This is an optimization exercise on Yosys and OpenROAD, whose aim is small area, not a production implementation.
In this exercise RTL edits were held to simulation tests only and were not proved equivalent to the original.
Power is estimated from default activity; no workload was simulated.

## design/flow/config.mk

```make
export PLATFORM = sky130hd
export DESIGN_NAME = switch_top
export DESIGN_NICKNAME = switch_top
export VERILOG_FILES = /design/flow/design.v
export SDC_FILE = /design/flow/constraint.sdc
export NUM_CORES = 4
export LEC_CHECK = 0
export CAP_MARGIN = 20
export CELL_PAD_IN_SITES_DETAIL_PLACEMENT = 1
export CELL_PAD_IN_SITES_GLOBAL_PLACEMENT = 2
export CORE_MARGIN = 2
export CORE_UTILIZATION = 30
export SLEW_MARGIN = 20
```

## design/flow/constraint.sdc

```tcl
create_clock -name core_clock -period 5.0 [get_ports {clk}]
set_input_delay 1.0000 -clock core_clock [delete_from_list [all_inputs] [get_ports {clk}]]
set_output_delay 1.0000 -clock core_clock [all_outputs]
set_load 0.01 [all_outputs]
```

## design/flow/design.v

```verilog
`timescale 1ns/1ps
package switch_pkg;
  localparam int data_width = 32;
  localparam int num_in     = 5;
  localparam int num_out    = 8;
  localparam int sel_width  = 4;    
  localparam int in_nw = 0;
  localparam int in_n  = 1;
  localparam int in_e  = 2;
  localparam int in_s  = 3;
  localparam int in_w  = 4;
  localparam int out_nw = 0;
  localparam int out_n  = 1;
  localparam int out_ne = 2;
  localparam int out_e  = 3;
  localparam int out_se = 4;
  localparam int out_s  = 5;
  localparam int out_sw = 6;
  localparam int out_w  = 7;
  localparam logic [sel_width-1:0] sel_off = 4'd0;
  localparam logic [sel_width-1:0] sel_nw  = 4'd1;
  localparam logic [sel_width-1:0] sel_e   = 4'd2;
  localparam logic [sel_width-1:0] sel_n   = 4'd3;
  localparam logic [sel_width-1:0] sel_s   = 4'd4;
  localparam logic [sel_width-1:0] sel_w   = 4'd5;
  typedef struct packed {
    logic [data_width-1:0] data;
    logic                  valid;
  } flit_t;
  typedef struct packed {
    logic [num_out-1:0][sel_width-1:0] sel;
    logic                              valid;
  } conf_view_t;
  typedef union packed {
    flit_t      flit;
    conf_view_t conf;
  } port_word_t;
  typedef logic [num_in-1:0] src_onehot_t;    
endpackage
`timescale 1ns/1ps
module route_config (
  input  logic                                           clk,
  input  logic                                           rst_n,
  input  logic                                           conf_en,
  input  switch_pkg::port_word_t                         conf_word,
  output switch_pkg::src_onehot_t [switch_pkg::num_out-1:0] src
);
  logic [switch_pkg::num_out-1:0][switch_pkg::sel_width-1:0] conf_q;
  always_ff @(posedge clk or negedge rst_n) begin
    if (!rst_n) begin
      conf_q <= '0;    
    end else if (conf_en) begin
      conf_q <= conf_word.conf.sel;
    end
  end
  always_comb begin
    for (int k = 0; k < switch_pkg::num_out; k++) begin
      src[k] = '0;
      case (conf_q[k])
        switch_pkg::sel_off: src[k] = '0;
        switch_pkg::sel_nw:  src[k][switch_pkg::in_nw] = 1'b1;
        switch_pkg::sel_e:   src[k][switch_pkg::in_e]  = 1'b1;
        switch_pkg::sel_n:   src[k][switch_pkg::in_n]  = 1'b1;
        switch_pkg::sel_s:   src[k][switch_pkg::in_s]  = 1'b1;
        switch_pkg::sel_w:   src[k][switch_pkg::in_w]  = 1'b1;
        default:             src[k] = '0;    
      endcase
    end
  end
endmodule
`timescale 1ns/1ps
module input_stage #(
  parameter int buf_depth = 2
) (
  input  logic                   clk,
  input  logic                   rst_n,
  input  logic                   conf_en,
  input  switch_pkg::port_word_t d_in,
  input  logic                   credit,    
  output logic                   send,
  output switch_pkg::flit_t      head,
  output logic                   c_out
);
  localparam int ptr_w = (buf_depth > 1) ? $clog2(buf_depth) : 1;
  localparam int cnt_w = $clog2(buf_depth + 1);
  logic [switch_pkg::data_width-1:0] mem [buf_depth];
  logic [ptr_w-1:0]                  wr_ptr;
  logic [ptr_w-1:0]                  rd_ptr;
  logic [cnt_w-1:0]                  fill;
  logic [cnt_w-1:0]                  cred;    
  logic                              wr_en;
  logic                              push;
  logic                              full;
  assign wr_en = d_in.flit.valid && !conf_en;    
  assign full  = (fill == cnt_w'(buf_depth));
  assign push  = wr_en && !full;
  always_ff @(posedge clk) begin
    if (push) begin
      mem[wr_ptr] <= d_in.flit.data;
    end
  end
  always_ff @(posedge clk or negedge rst_n) begin
    if (!rst_n) begin
      wr_ptr <= '0;
      rd_ptr <= '0;
      fill   <= '0;
    end else begin
      if (push) begin
        wr_ptr <= (wr_ptr == ptr_w'(buf_depth - 1)) ? '0 : wr_ptr + 1'b1;
      end
      if (send) begin
        rd_ptr <= (rd_ptr == ptr_w'(buf_depth - 1)) ? '0 : rd_ptr + 1'b1;
      end
      case ({push, send})
        2'b10:   fill <= fill + 1'b1;
        2'b01:   fill <= fill - 1'b1;
        default: fill <= fill;
      endcase
    end
  end
  assign send = (fill != '0) && (cred != '0);
  assign head.data  = mem[rd_ptr];
  assign head.valid = send;
  always_ff @(posedge clk or negedge rst_n) begin
    if (!rst_n) begin
      cred  <= cnt_w'(buf_depth);    
      c_out <= 1'b0;
    end else begin
      case ({credit, send})
        2'b10:   cred <= cred + 1'b1;
        2'b01:   cred <= cred - 1'b1;
        default: cred <= cred;         
      endcase
      c_out <= send;    
    end
  end
endmodule
`timescale 1ns/1ps
module crossbar (
  input  logic                                               clk,
  input  logic                                               rst_n,
  input  switch_pkg::src_onehot_t [switch_pkg::num_out-1:0]  src,
  input  logic [switch_pkg::num_in-1:0]                      send,
  input  logic [switch_pkg::num_in-1:0][32:0]                head,     
  input  logic [switch_pkg::num_out-1:0]                     c_in,
  output logic [switch_pkg::num_in-1:0]                      credit,
  output logic [switch_pkg::num_out-1:0][32:0]               d_out     
);
  logic [switch_pkg::num_out-1:0]    hit;                          
  logic [switch_pkg::data_width-1:0] pick [switch_pkg::num_out];
  logic [switch_pkg::num_in-1:0]     used;                         
  logic [switch_pkg::num_in-1:0]     all_ok;
  logic [switch_pkg::num_in-1:0]     head_vld;                     
  always_comb begin
    for (int k = 0; k < switch_pkg::num_out; k++) begin
      hit[k]  = |(src[k] & send);
      pick[k] = '0;
      for (int i = 0; i < switch_pkg::num_in; i++) begin
        if (src[k][i]) begin
          pick[k] = pick[k] | head[i][32:1];
        end
      end
    end
  end
  always_ff @(posedge clk or negedge rst_n) begin
    if (!rst_n) begin
      d_out <= '0;
    end else begin
      for (int k = 0; k < switch_pkg::num_out; k++) begin
        if (hit[k]) begin
          d_out[k] <= {pick[k], 1'b1};
        end else begin
          d_out[k] <= '0;
        end
      end
    end
  end
  always_comb begin
    for (int i = 0; i < switch_pkg::num_in; i++) begin
      used[i]   = 1'b0;
      all_ok[i] = 1'b1;
      for (int k = 0; k < switch_pkg::num_out; k++) begin
        if (src[k][i]) begin
          used[i]   = 1'b1;
          all_ok[i] = all_ok[i] & c_in[k];
        end
      end
    end
  end
  assign credit = used & all_ok;    
  for (genvar i = 0; i < switch_pkg::num_in; i++) begin : g_vld
    assign head_vld[i] = head[i][0];
  end
endmodule
`timescale 1ns/1ps
module switch_top #(
  parameter int buf_depth = 2
) (
  input  logic                   clk,
  input  logic                   rst_n,
  input  logic                   conf_en,
  input  logic [32:0]            d_in_nw,
  input  logic [32:0]            d_in_n,
  input  logic [32:0]            d_in_e,
  input  logic [32:0]            d_in_s,
  input  logic [32:0]            d_in_w,
  output logic                   c_out_nw,
  output logic                   c_out_n,
  output logic                   c_out_e,
  output logic                   c_out_s,
  output logic                   c_out_w,
  output logic [32:0]            d_out_nw,
  output logic [32:0]            d_out_n,
  output logic [32:0]            d_out_ne,
  output logic [32:0]            d_out_e,
  output logic [32:0]            d_out_se,
  output logic [32:0]            d_out_s,
  output logic [32:0]            d_out_sw,
  output logic [32:0]            d_out_w,
  input  logic                   c_in_nw,
  input  logic                   c_in_n,
  input  logic                   c_in_ne,
  input  logic                   c_in_e,
  input  logic                   c_in_se,
  input  logic                   c_in_s,
  input  logic                   c_in_sw,
  input  logic                   c_in_w
);
  logic [switch_pkg::num_in-1:0][32:0]              d_in_v;
  logic [switch_pkg::num_in-1:0]                     c_out_v;
  logic [switch_pkg::num_in-1:0]                     send;
  logic [switch_pkg::num_in-1:0]                     credit;
  logic [switch_pkg::num_in-1:0][32:0]              head;
  switch_pkg::src_onehot_t [switch_pkg::num_out-1:0] src;
  logic [switch_pkg::num_out-1:0][32:0]             d_out_v;
  logic [switch_pkg::num_out-1:0]                    c_in_v;
  assign d_in_v[switch_pkg::in_nw] = d_in_nw;
  assign d_in_v[switch_pkg::in_n]  = d_in_n;
  assign d_in_v[switch_pkg::in_e]  = d_in_e;
  assign d_in_v[switch_pkg::in_s]  = d_in_s;
  assign d_in_v[switch_pkg::in_w]  = d_in_w;
  assign c_out_nw = c_out_v[switch_pkg::in_nw];
  assign c_out_n  = c_out_v[switch_pkg::in_n];
  assign c_out_e  = c_out_v[switch_pkg::in_e];
  assign c_out_s  = c_out_v[switch_pkg::in_s];
  assign c_out_w  = c_out_v[switch_pkg::in_w];
  assign c_in_v = {c_in_w, c_in_sw, c_in_s, c_in_se, c_in_e, c_in_ne, c_in_n, c_in_nw};
  assign d_out_nw = d_out_v[switch_pkg::out_nw];
  assign d_out_n  = d_out_v[switch_pkg::out_n];
  assign d_out_ne = d_out_v[switch_pkg::out_ne];
  assign d_out_e  = d_out_v[switch_pkg::out_e];
  assign d_out_se = d_out_v[switch_pkg::out_se];
  assign d_out_s  = d_out_v[switch_pkg::out_s];
  assign d_out_sw = d_out_v[switch_pkg::out_sw];
  assign d_out_w  = d_out_v[switch_pkg::out_w];
  route_config route_config_i (
    .clk       (clk),
    .rst_n     (rst_n),
    .conf_en   (conf_en),
    .conf_word (d_in_w),    
    .src       (src)
  );
  for (genvar i = 0; i < switch_pkg::num_in; i++) begin : g_stage
    input_stage #(.buf_depth(buf_depth)) input_stage_i (
      .clk     (clk),
      .rst_n   (rst_n),
      .conf_en (conf_en),
      .d_in    (d_in_v[i]),
      .credit  (credit[i]),
      .send    (send[i]),
      .head    (head[i]),
      .c_out   (c_out_v[i])
    );
  end
  crossbar crossbar_i (
    .clk    (clk),
    .rst_n  (rst_n),
    .src    (src),
    .send   (send),
    .head   (head),
    .c_in   (c_in_v),
    .credit (credit),
    .d_out  (d_out_v)
  );
endmodule
```

## design/flow/run.sh

```bash
#!/bin/bash
# synth_recipe.tcl (not shown) runs the flow's synth.tcl, then flattens the netlist and writes it again
# the make line also repeats each setting of config.mk as NAME=value (left out here)
make -C /OpenROAD-flow-scripts/flow DESIGN_CONFIG=/design/flow/config.mk WORK_HOME=/design/flow/orfs CLKGATE_MAP_FILE= SYNTH_SCRIPT=/design/flow/synth_recipe.tcl finish
```

==> impl_metrics.tcl <==
set metrics [dict create \
    yosysSeqAreaShare 0.604 \
    die_h_um 318 \
    min_period_ns 3.25 \
    fmax_ghz 0.307 \
    dp_cells 3783 \
    yosys.area.top_type "edfxtp_1" \
    ctsHoldBuffers 0 \
    nets 2765 \
    via_count 24724 \
    viasPerCell 6.29 \
    grt_max_degree 107 \
    crit_required_ns 5.51 \
    fin_util 0.396 \
    fin_skew_ns 0.0250 \
    netlist_area_um2 29600 \
    synth_top_area_frac 0.324 \
    outcome "no timing/DRC/antenna violations" \
    syn_inst 2183 \
    dpl.hpwl_um 98400 \
    start_kind "flip-flop" \
    peakVddDrop_v 0.000266 \
    area_growth_pct 31.1 \
    path_clk_slew_ns 0.06 \
    cts_resized 0 \
    critical_path.endpoint_type "flip-flop" \
    numCtsBuffers 77 \
    grtUsageTotal 0.290 \
    async_reset_ff_frac 0.508 \
    slew_headroom 0.153 \
    cts_num_sinks 651 \
    r2r-end "crossbar_i.d_out[210]$_DFF_PN0_" \
    layout-drive-gt1-share 0.223 \
    insertion_delay_ns 0.65 \
    period_share 0.651 \
    overflow 0 \
    ys.flop_type "dfrtp_1" \
    rows 115 \
    globalplace.congestion 0.837 \
    powerDensity_nw_per_um2 496 \
    synth_fp_nets 2369 \
    hold_viol 0 \
    fillers 10051 \
    rsz0062_at_grt "no" \
    root_buffer "clkbuf_16" \
    synth_area_per_cell_um2 13.6 \
    initial_core_util 0.302 \
    r2r_slack_ns 1.75 \
    tritoncts "done" \
    clock_path_buffers 3 \
    detail-route-antenna-nets 0 \
    synth_cell_types 53 \
    drv_cap 0 \
    synth.top_cells.by_area "edfxtp_1, dfrtp_1, a22oi_1" \
    ioPinCount 445 \
    drc 0 \
    yosysWarnings 4 \
    grt_pass1_wl_um 208000 \
    stdcell_count 3932 \
    regToRegStartpoint "route_config_i.conf_q[25]$_DFFE_PN0P_" \
    dieArea_um2 101000 \
    fin_setup_tns_ns 0 \
    cp_max_fo 18 \
    p_total_mw 19.3 \
    setup_viol 0 \
    seqCellArea_um2 17900 \
    crit_type "flip-flop to flip-flop" \
    drt_pre_antenna_iters 10 \
    synth_edf_count 320 \
    hp-class "input pin to asynchronous set/reset pin" \
    post-cts-setup-buffers 0 \
    multi_input_area_um2 11200 \
    grt_pass1_vias 25733 \
    arrival_ns 3.76 \
    worst_pin_slew_ns 1.27 \
    grt_antenna_before_repair 10 \
    totalWireLength_um 151000 \
    dieWidth_um 318 \
    port-buffer-count 444 \
    route.detailed.wl_per_inst_um 38.4 \
    slew_viol_final 0 \
    r2r_cells 6 \
    drtIter0Drc 4377 \
    yosys_register_bits 651 \
    power_leakage_nw 13.4 \
    cts_max_level 3 \
    core_area_um2 98100 \
]
==> critical path: stages, from the launching register on <==
cell     delay (ns)
dfrtp_1        0.63
nor4b_4        1.03
buf_4          0.41
nor2b_1        0.25
nor4_4         0.07
buf_4          0.25
a21oi_1        0.42
==> cell type report <==
cell class,instances,share of cell area
diodes,3,0.000193
clock buffers,105,0.0590
clock inverters,37,0.0130
inverters,27,0.00261
multi-input cells,1290,0.288
flip-flops and latches,651,0.461
well taps,1287,0.0415
repair buffers,532,0.135
==> report_power, final <==
group / switching [mW] / total [mW] / internal [mW] / leakage [nW]
Combinational: 3.85 / 5.93 / 2.08 / 4.67
Clock: 2.42 / 6.14 / 3.72 / 1.37
Sequential: 0.787 / 7.19 / 6.40 / 7.36
==> cell usage in the layout (no fill, tap or decap), types with 6 or more instances in the layout <==
| cell | Yosys | final |
|---|---|---|
| nand2b_1 | 7 | 7 |
| a22oi_1 | 358 | 358 |
| clkbuf_1 | 155 | 11 |
| o22ai_2 | 9 | 9 |
| edfxtp_1 | 320 | 320 |
| xor2_1 | 10 | 10 |
| nor2b_1 | 17 | 17 |
| mux2_2 | 190 | 190 |
| clkbuf_8 | 0 | 10 |
| clkinv_2 | 0 | 7 |
| nor4_1 | 12 | 12 |
| xnor2_1 | 30 | 30 |
| a21oi_2 | 95 | 95 |
| nor4bb_4 | 0 | 15 |
| or4b_2 | 7 | 7 |
| clkbuf_16 | 0 | 85 |
| nor4b_4 | 2 | 24 |
| nand3b_1 | 6 | 6 |
| nor2_1 | 22 | 12 |
| a222oi_1 | 163 | 163 |
| dfrtp_1 | 326 | 321 |
| a21oi_1 | 66 | 66 |
| bufinv_16 | 0 | 9 |
| inv_1 | 26 | 26 |
| or4bb_1 | 8 | 8 |
| clkdlybuf4s50_1 | 0 | 442 |
| a31oi_1 | 96 | 96 |
| buf_4 | 0 | 74 |
| buf_12 | 0 | 8 |
| ha_1 | 10 | 10 |
| nand2_1 | 105 | 105 |
| nor2_4 | 0 | 10 |
==> Yosys cell counts (3+ instances only) <==
cell type and instances:
a22oi_1 358, a21oi_2 95, nand2_1 105, clkbuf_2 4
a31oi_1 96, or4bb_1 8, nor4_1 12, nor2_1 22
ha_1 10, buf_6 16, inv_1 26, mux2_2 190
dfrtp_1 326, edfxtp_1 320, a21oi_1 66, nand3b_1 6
nor2b_1 17, xor2_1 10, o22ai_1 4, or4b_1 4
nand2b_1 7, or4b_2 7, xnor2_1 30, a222oi_1 163
dfstp_2 5, nor4_2 3, clkbuf_1 155, nor4bb_1 15
buf_2 40, o22ai_2 9, nor4b_2 22
==> flip-flops by register name, summed over array words and instances, names as in the netlist <==
register                      cells
g_stage.input_stage_i.c_out       5
g_stage.input_stage_i.fill       10
g_stage.input_stage_i.mem       320
g_stage.input_stage_i.cred       10
crossbar_i.d_out                264
route_config_i.conf_q            32
g_stage.input_stage_i.wr_ptr      5
g_stage.input_stage_i.rd_ptr      5
==> worst max-delay path by stage <==
stage / start / endpoint / slack (ns) / cells past startpoint
2_1_floorplan: conf_en / g_stage[0].input_stage_i.mem[0][0]$_DFFE_PP_ / 1.77 / 3
3_3_place_gp: conf_en / g_stage[0].input_stage_i.mem[0][5]$_DFFE_PP_ / 1.47 / 4
3_5_place_dp: conf_en / g_stage[0].input_stage_i.mem[1][5]$_DFFE_PP_ / 1.37 / 4
4_1_cts: g_stage[1].input_stage_i.fill[0]$_DFFE_PN0P_ / crossbar_i.d_out[164]$_DFF_PN0_ / 1.84 / 5
5_1_grt: g_stage[1].input_stage_i.fill[1]$_DFFE_PN0P_ / crossbar_i.d_out[65]$_DFF_PN0_ / 1.75 / 5
6_report: route_config_i.conf_q[25]$_DFFE_PN0P_ / crossbar_i.d_out[210]$_DFF_PN0_ / 1.75 / 6
==> routing by layer <==
layer	vias up	routed length (um)	track usage
li1	9686	-	-
met1	12814	59600	0.377
met2	1793	69700	0.462
met3	423	14700	0.0672
met4	8	7010	0.130
met5	-	51	0
==> cell families (layout without fill, tap and decap cells) <==
| family | after synthesis | in the layout | share of synthesized area |
|---|---|---|---|
| AO/OA/AOI/OAI | 806 | 806 | 0.216 |
| XOR/XNOR | 40 | 40 | 0.0118 |
| adder cells (fa/ha/maj) | 10 | 10 | 0.00422 |
| buffers and inverters | 242 | 701 | 0.0366 |
| flip-flops | 651 | 651 | 0.604 |
| multiplexers | 190 | 190 | 0.0722 |
| other | 0 | 3 | 0 |
| AND/OR/NAND/NOR | 244 | 244 | 0.0552 |
==> through the flow <==
stage | setup WS (ns) | instance area (um^2) | hold slack (ns)
3_3_place_gp | 1.47 | 35900 | 0.499
6_report | 1.75 | 38800 | 0.363
3_5_place_dp | 1.37 | 36000 | 0.501
2_1_floorplan | 1.77 | 29600 | 0.468
5_1_grt | 1.75 | 38800 | 0.404
4_1_cts | 1.84 | 38800 | 0.385

==> what the ideal ports hide <==
The flow's constraints put no driver on any port. The routed layout listed below was extracted and timed again, unchanged, in two steps. Step 1: set_driving_cell puts a clkbuf_16 on clk and a buf_2 on each other input, an assumption about the parent block. Step 2 moves the port delays by t, midway between the first and last clock arrival at a register: inputs arrive t later, outputs are due t later. That takes back most of the time a late clock gives input paths. Slacks: ideal ports / drivers / drivers and shift; pairs: ideal ports / drivers.
t (ns): 0.716
setup slack, ns: 1.746 / 1.746 / 1.404
hold WS [ns]: 0.363 / 0.342 / 0.510
clock arrival spread, ns: 0.030 / 0.030
After both steps setup and hold are still met in this run. For this run, drivers alone change the setup slack by 0.000 ns; drivers and shift together by -0.342 ns.
